This is an optimization exercise on Yosys and OpenROAD, whose aim is small area, a short achievable clock period and few clock cycles, not a production implementation. Power figures rest on the tool's default switching activity, not on a simulated workload.

Setup of build 37:
## sw_top
module sw_top (
    input  wire          clk,
    input  wire          rst,
    input  wire          i_valid,
    input  wire [73:0]   i_job,
    input  wire          i_ready,
    output wire          o_ready,
    output wire          o_valid,
    output wire [17:0]   o_result
);
    localparam DEPTH = 4;
    wire          take;
    wire          rel_first;
    wire          rel_buf;
    wire [1:0]    base;
    wire          first;
    wire          x;
    wire          rb0_ld;
    wire [1:0]    rb0;
    wire [31:0]   read_a;
    wire [31:0]   read_b;
    wire [15:0]   en_a;
    wire [15:0]   en_b;
    wire          out_first;
    wire          out_x;
    wire [4:0]    c_score;
    wire [3:0]    c_row;
    sw_controller #(.DEPTH(DEPTH)) sw_controller_i (
        .clk         (clk),
        .rst         (rst),
        .i_valid     (i_valid),
        .i_job       (i_job),
        .i_take      (take),
        .i_rel_first (rel_first),
        .i_rel_buf   (rel_buf),
        .o_ready     (o_ready),
        .o_base      (base),
        .o_first     (first),
        .o_x         (x),
        .o_rb0_ld    (rb0_ld),
        .o_rb0       (rb0),
        .o_read_a    (read_a),
        .o_read_b    (read_b),
        .o_en_a      (en_a),
        .o_en_b      (en_b)
    );
    sw_pe_array sw_pe_array_i (
        .clk          (clk),
        .rst          (rst),
        .i_base       (base),
        .i_first      (first),
        .i_x          (x),
        .i_rb0_ld     (rb0_ld),
        .i_rb0        (rb0),
        .i_read_a     (read_a),
        .i_read_b     (read_b),
        .i_en_a       (en_a),
        .i_en_b       (en_b),
        .o_st14_first (rel_first),
        .o_st14_buf   (rel_buf),
        .o_first      (out_first),
        .o_x          (out_x),
        .o_c_score    (c_score),
        .o_c_row      (c_row)
    );
    sw_max_tracker #(.DEPTH(DEPTH)) sw_max_tracker_i (
        .clk       (clk),
        .rst       (rst),
        .i_first   (out_first),
        .i_x       (out_x),
        .i_c_score (c_score),
        .i_c_row   (c_row),
        .i_ready   (i_ready),
        .o_valid   (o_valid),
        .o_result  (o_result),
        .o_take    (take)
    );
endmodule
Size: about 2800 cells after synthesis, about 580 flip-flops, about 98 I/O pins, ~0.024 sq mm of cells after synthesis.
==> flow/config.mk <==
export PLATFORM = sky130hd
export DESIGN_NAME = sw_top
export DESIGN_NICKNAME = sw_top
export VERILOG_FILES = /design/flow/design.v
export SDC_FILE = /design/flow/constraint.sdc
export NUM_CORES = 4
export LEC_CHECK = 0
export ABC_AREA = 1
export CAP_MARGIN = 20
export CORE_MARGIN = 2
export CORE_UTILIZATION = 40
export SLEW_MARGIN = 20
==> flow/constraint.sdc <==
create_clock -name core_clock -period 10.0 [get_ports {clk}]
set_input_delay 2.0000 -clock core_clock [delete_from_list [all_inputs] [get_ports {clk}]]
set_output_delay 2.0000 -clock core_clock [all_outputs]
set_load 0.01 [all_outputs]
standard.sh (not shown) runs the stock make flow with config.mk's settings and CLKGATE_MAP_FILE= SYNTH_SCRIPT=/design/flow/synth_recipe.tcl, a recipe that flattens the netlist after the stock synthesis.
==> flow/flow/run.sh <==
#!/bin/bash
# The standard layout, with the port buffers made from plain buf_2 cells instead of the delay
# buffer that buffer_ports picks on its own. Every make step's output goes to make.log here;
# ORFS keeps each tool's full log under orfs/logs/.
set -euo pipefail
bash standard.sh "BUFFER_PORTS_ARGS=-buffer_cell sky130_fd_sc_hd__buf_2" CTS_CLUSTER_SIZE=24 CTS_CLUSTER_DIAMETER=100 finish > make.log 2>&1
Build 37 ended with every stage complete and zero timing, DRC or antenna violations.
Inputs modified between build 37 and build 91:
diff --git a/flow/flow/run.sh b/flow/flow/run.sh
--- a/flow/flow/run.sh
+++ b/flow/flow/run.sh
@@ -5,2 +5,2 @@
 set -euo pipefail
-bash standard.sh "BUFFER_PORTS_ARGS=-buffer_cell sky130_fd_sc_hd__buf_2" CTS_CLUSTER_SIZE=24 CTS_CLUSTER_DIAMETER=100 finish > make.log 2>&1
+bash standard.sh "BUFFER_PORTS_ARGS=-buffer_cell sky130_fd_sc_hd__buf_2" CTS_CLUSTER_SIZE=32 CTS_CLUSTER_DIAMETER=80 finish > make.log 2>&1
[summary]
The transition time of the tightest slew-check pin was comparable across build 37 and build 91.
Build 91 vs build 37, count of clock-buffer cells in the layout went down by 16.
Maximum frequency in build 91 vs build 37: down 0.53%
Status: number of global-route vias before repair parity (build 91, build 37)
Against build 37 as the reference, build 91 delivers a lower worst-case setup margin in the final layout.
Side by side, total power turned out higher in build 91 than in build 37.
There was hardly any difference in via density per instance between build 37 and build 91.
Per the comparison of build 91 with build 37, power share of the clock group rose by 1.7 points, post-layout utilization of the core rose by 0.21 points, cell area after layout rose by 130 sq um, cell count stayed essentially flat.
Relative to build 91, the following input files were edited for build 47:
diff --git a/flow/flow/run.sh b/flow/flow/run.sh
--- a/flow/flow/run.sh
+++ b/flow/flow/run.sh
@@ -5,2 +5,2 @@
 set -euo pipefail
-bash standard.sh "BUFFER_PORTS_ARGS=-buffer_cell sky130_fd_sc_hd__buf_2" CTS_CLUSTER_SIZE=32 CTS_CLUSTER_DIAMETER=80 finish > make.log 2>&1
+bash standard.sh "BUFFER_PORTS_ARGS=-buffer_cell sky130_fd_sc_hd__buf_2" SETUP_SLACK_MARGIN=7 finish > make.log 2>&1
## What came out
Build 91 -> build 47: fmax flat. Going from build 91 to build 47, clock power increased by 71% relative to the old numbers, cell area after placement shows no meaningful change, clock insertion delay at the later pin of the skew report level.
What build 29 does differently from build 47 at the input level:
- swapping 40 for 60 in CORE_UTILIZATION
- putting PLACE_DENSITY at 0.7 where nothing was set
diff --git a/flow/flow/run.sh b/flow/flow/run.sh
--- a/flow/flow/run.sh
+++ b/flow/flow/run.sh
@@ -5,2 +5,2 @@
 set -euo pipefail
-bash standard.sh "BUFFER_PORTS_ARGS=-buffer_cell sky130_fd_sc_hd__buf_2" SETUP_SLACK_MARGIN=7 finish > make.log 2>&1
+bash standard.sh "BUFFER_PORTS_ARGS=-buffer_cell sky130_fd_sc_hd__buf_2" CTS_CLUSTER_SIZE=24 CTS_CLUSTER_DIAMETER=100 finish > make.log 2>&1
NOTE: slew at the pin closest to its max-slew limit in build 29 exceeds that of build 47
Going from build 47 to build 29, sum of met2 wire segment lengths after detailed routing fell 1200 um; post-route standard cell area excluding fillers shrank by 6.1%; minimum hold slack picked up an extra 11 ps; part of the power in the clock network fell by 14 points.
Side by side, share of cell area taken by multi-input logic gates turned out higher in build 29 than in build 47.
Build 29 vs build 47, normalized max-slew margin went down by 3.0 points.
Wire: build 29 routes less than build 47
The power per standard cell area number comes out higher for build 47 vs build 29.
Function was not checked in any run of this note: the RTL went through the layout flow alone.

==> what the ideal ports hide <==
The results above use ideal ports. As a check the final layouts listed here were re-extracted and re-timed, cells and wires unchanged. Step 1, drivers: a clkbuf_16 drives clk and a buf_2 each remaining input, both assumed. Step 2, shift: input delay + t, output delay - t, t = (earliest + latest rising clock arrival at the registers) / 2. This alone moves slack from input paths to output paths. Slacks: ideal / step 1 / step 2; pairs: ideal / step 1.
run	shift t [ns]	setup WS [ns]	latest minus earliest clock arrival (ns)
build 37	0.655	6.792 / 6.733 / 6.601	0.039 / 0.039
build 91	0.661	6.774 / 6.716 / 6.608	0.047 / 0.048
build 47	0.659	6.782 / 6.723 / 6.757	0.067 / 0.067
build 29	0.634	6.827 / 6.770 / 6.529	0.032 / 0.032
After both steps setup and hold are still met in every run listed. The setup slack of build 29, which loses most, moves by -0.057 ns with the drivers and by -0.298 ns with both steps.
